Background: an optimization exercise with open tools, aiming at small area, a short achievable clock period and few clock cycles per item. Do not read the settings as production practice.
Function was checked by simulation only, so behaviour that the tests miss may differ from the original.
Power is estimated from default activity; no workload was simulated.

rev 12:
==> flow/design.v <==
package pixel_pkg;
    typedef logic [24-1:0] pixel_t;
    typedef logic [$clog2(16+1)-1:0] col_t;
    typedef logic [$clog2(8+4)-1:0] row_t;
endpackage
package ctrl_pkg;
    typedef logic [2:0] bank_t;
    typedef enum logic [1:0] {
        FILL = 2'd0,
        RUN  = 2'd1,
        DONE = 2'd2
    } seq_state_e;
endpackage
module pixel_window (
    input  logic                      clk,
    input  logic                      rst_n,
    input  logic                      in_valid,
    output logic                      in_ready,
    input  pixel_pkg::pixel_t         in_pixel,
    output logic                      out_valid,
    input  logic                      out_ready,
    output pixel_pkg::pixel_t [15:0]  out_window,
    output logic                      frame_done
);
    localparam int W     = 16;
    localparam int H     = 8;
    localparam int PB    = 24;
    localparam int NPIX  = W * H;
    localparam int NELEM = W * (H + 2);
    localparam int CLEN  = 3 * W + 4;
    localparam int CW    = $clog2(W);
    localparam int SW    = $clog2(NELEM + 1);
    typedef logic [PB-1:0] pixel_t;
    pixel_t          chain [0:CLEN-1];
    pixel_t          skid;
    logic            skid_v;      
    logic            virt;        
    logic            pend;        
    logic            top_row;     
    logic            win_flag;    
    logic            last;        
    logic [SW-1:0]   elem;        
    logic [SW-1:0]   elem_inc;
    logic            acc;
    logic            in_block;    
    logic            shift;
    logic            skid_v_next;
    logic            virt_next;
    pixel_t          new_elem;
    assign in_ready = !in_block;
    assign acc      = in_valid && !in_block;
    assign shift    = (pend || acc) && (!out_valid || out_ready);
    assign new_elem = virt ? chain[W-1] : (skid_v ? skid : in_pixel);
    assign skid_v_next  = skid_v ? !shift : (acc && !shift);
    assign elem_inc     = elem + SW'(1);
    assign virt_next    = shift ? (elem_inc >= SW'(NPIX)) : virt;
    always_ff @(posedge clk or negedge rst_n) begin
        if (!rst_n) begin
            in_block   <= 1'b0;
            skid_v     <= 1'b0;
            virt       <= 1'b0;
            pend       <= 1'b0;
            top_row    <= 1'b1;
            win_flag   <= 1'b0;
            last       <= 1'b0;
            elem       <= '0;
            out_valid  <= 1'b0;
            frame_done <= 1'b0;
        end else begin
            skid_v    <= skid_v_next;
            in_block  <= skid_v_next || virt_next;
            if (shift) begin
                elem     <= elem_inc;
                top_row  <= (elem_inc < SW'(W));
                win_flag <= (elem_inc[SW-1:CW] >= (SW-CW)'(2)) && (elem_inc[CW-1:0] >= CW'(3));
                last     <= (elem_inc == SW'(NELEM));
            end
            virt      <= virt_next;
            pend      <= skid_v_next || (shift ? (virt_next && elem_inc != SW'(NELEM))
                                               : (virt && !last));
            out_valid <= shift ? win_flag : (out_valid && !out_ready);
            if (out_valid && out_ready && last) begin
                frame_done <= 1'b1;
            end
        end
    end
    always_ff @(posedge clk) begin
        if (acc && !shift) begin
            skid <= in_pixel;
        end
    end
    always_ff @(posedge clk) begin
        if (shift) begin
            chain[0] <= new_elem;
            for (int p = 1; p < CLEN; p++) begin
                chain[p] <= (p == W && top_row) ? new_elem : chain[p-1];
            end
        end
    end
    always_comb begin
        for (int j = 0; j < 4; j++) begin
            for (int i = 0; i < 4; i++) begin
                out_window[j*4 + i] = chain[(3-j)*W + (3-i)];
            end
        end
    end
endmodule
clock: 5.0 ns
lec_check: 0
cap_margin: 20
core_margin: 2
core_utilization: 70
cts_cluster_diameter: 60
cts_cluster_size: 30
place_density: 0.8
setup_slack_margin: 2.8
slew_margin: 20
tns_end_percent: 5
standard.sh (not shown) runs the stock make flow with config.mk's settings and CLKGATE_MAP_FILE= SYNTH_SCRIPT=/design/flow/synth_recipe.tcl, a recipe that flattens the netlist after the stock synthesis.
==> flow/flow/run.sh <==
#!/bin/bash
# The standard layout, with plain buffers on the ports instead of the delay cells that
# buffer_ports would otherwise pick.
set -euo pipefail
export BUFFER_PORTS_ARGS="-buffer_cell sky130_fd_sc_hd__buf_1"
bash standard.sh > standard.log 2>&1
Testbench counts of rev 12, summed over its fixed seeds: cycles 5,152, windows 3,328.
Input-level comparison between rev 13 and rev 12:
Settings: CORE_UTILIZATION now 65, was 70; PLACE_DENSITY now 0.75, was 0.8.
==> run summary <==
Comparing rev 13 and rev 12, the higher routed wire length is on rev 12.
Rev 13 can be clocked faster than rev 12.
As far as clock skew is concerned, rev 13 and rev 12 perform about the same.
When rev 13 is set beside rev 12, its final standard cell area without fillers turns out to be 310 µm² larger.
Rev 12 → rev 13: global-route usage now smaller, via count of the routed design decreased 52, arrival time reported for the critical path endpoint moved down, clock buffer instance count of the final layout increased by about 3.3% relative to the old numbers.
Total power consumption of the routed design essentially unchanged between rev 13 and rev 12.
Comparing rev 13 and rev 12, the lower maximum number of pins on one net before global-route repair was measured on rev 13.
In the metrics for rev 13 and rev 12, the one carrying the lower hold slack is rev 12.

## re-timing with driven ports
The flow's constraints put no driver on any port. The routed layouts listed below were extracted and timed again, unchanged, in two steps.
Step 1 (the two cells are an assumption about what drives the block):
set clk [get_ports {clk}]
set_driving_cell -lib_cell sky130_fd_sc_hd__clkbuf_16 $clk
set_driving_cell -lib_cell sky130_fd_sc_hd__buf_2 [delete_from_list [all_inputs] $clk]
Step 2 adds t to the input delays and takes it off the output delays; t is the mean of the earliest and latest rising clock arrival at the registers after step 1. Input paths then give back, and output paths get back, about the clock's delay inside the block.
a / b / c = ideal ports / drivers / drivers and shift; a / b = the first two.
run | t (ns) | setup slack, ns | slew at the worst register clock pin (ns)
rev 12 | 0.684 | 2.693 / 2.632 / 2.070 | 0.11 / 0.11
rev 13 | 0.692 | 2.713 / 2.650 / 2.140 | 0.11 / 0.11
After both steps setup and hold are still met in every run listed. For rev 12, which loses most, drivers alone change the setup slack by -0.061 ns; drivers and shift together by -0.623 ns.
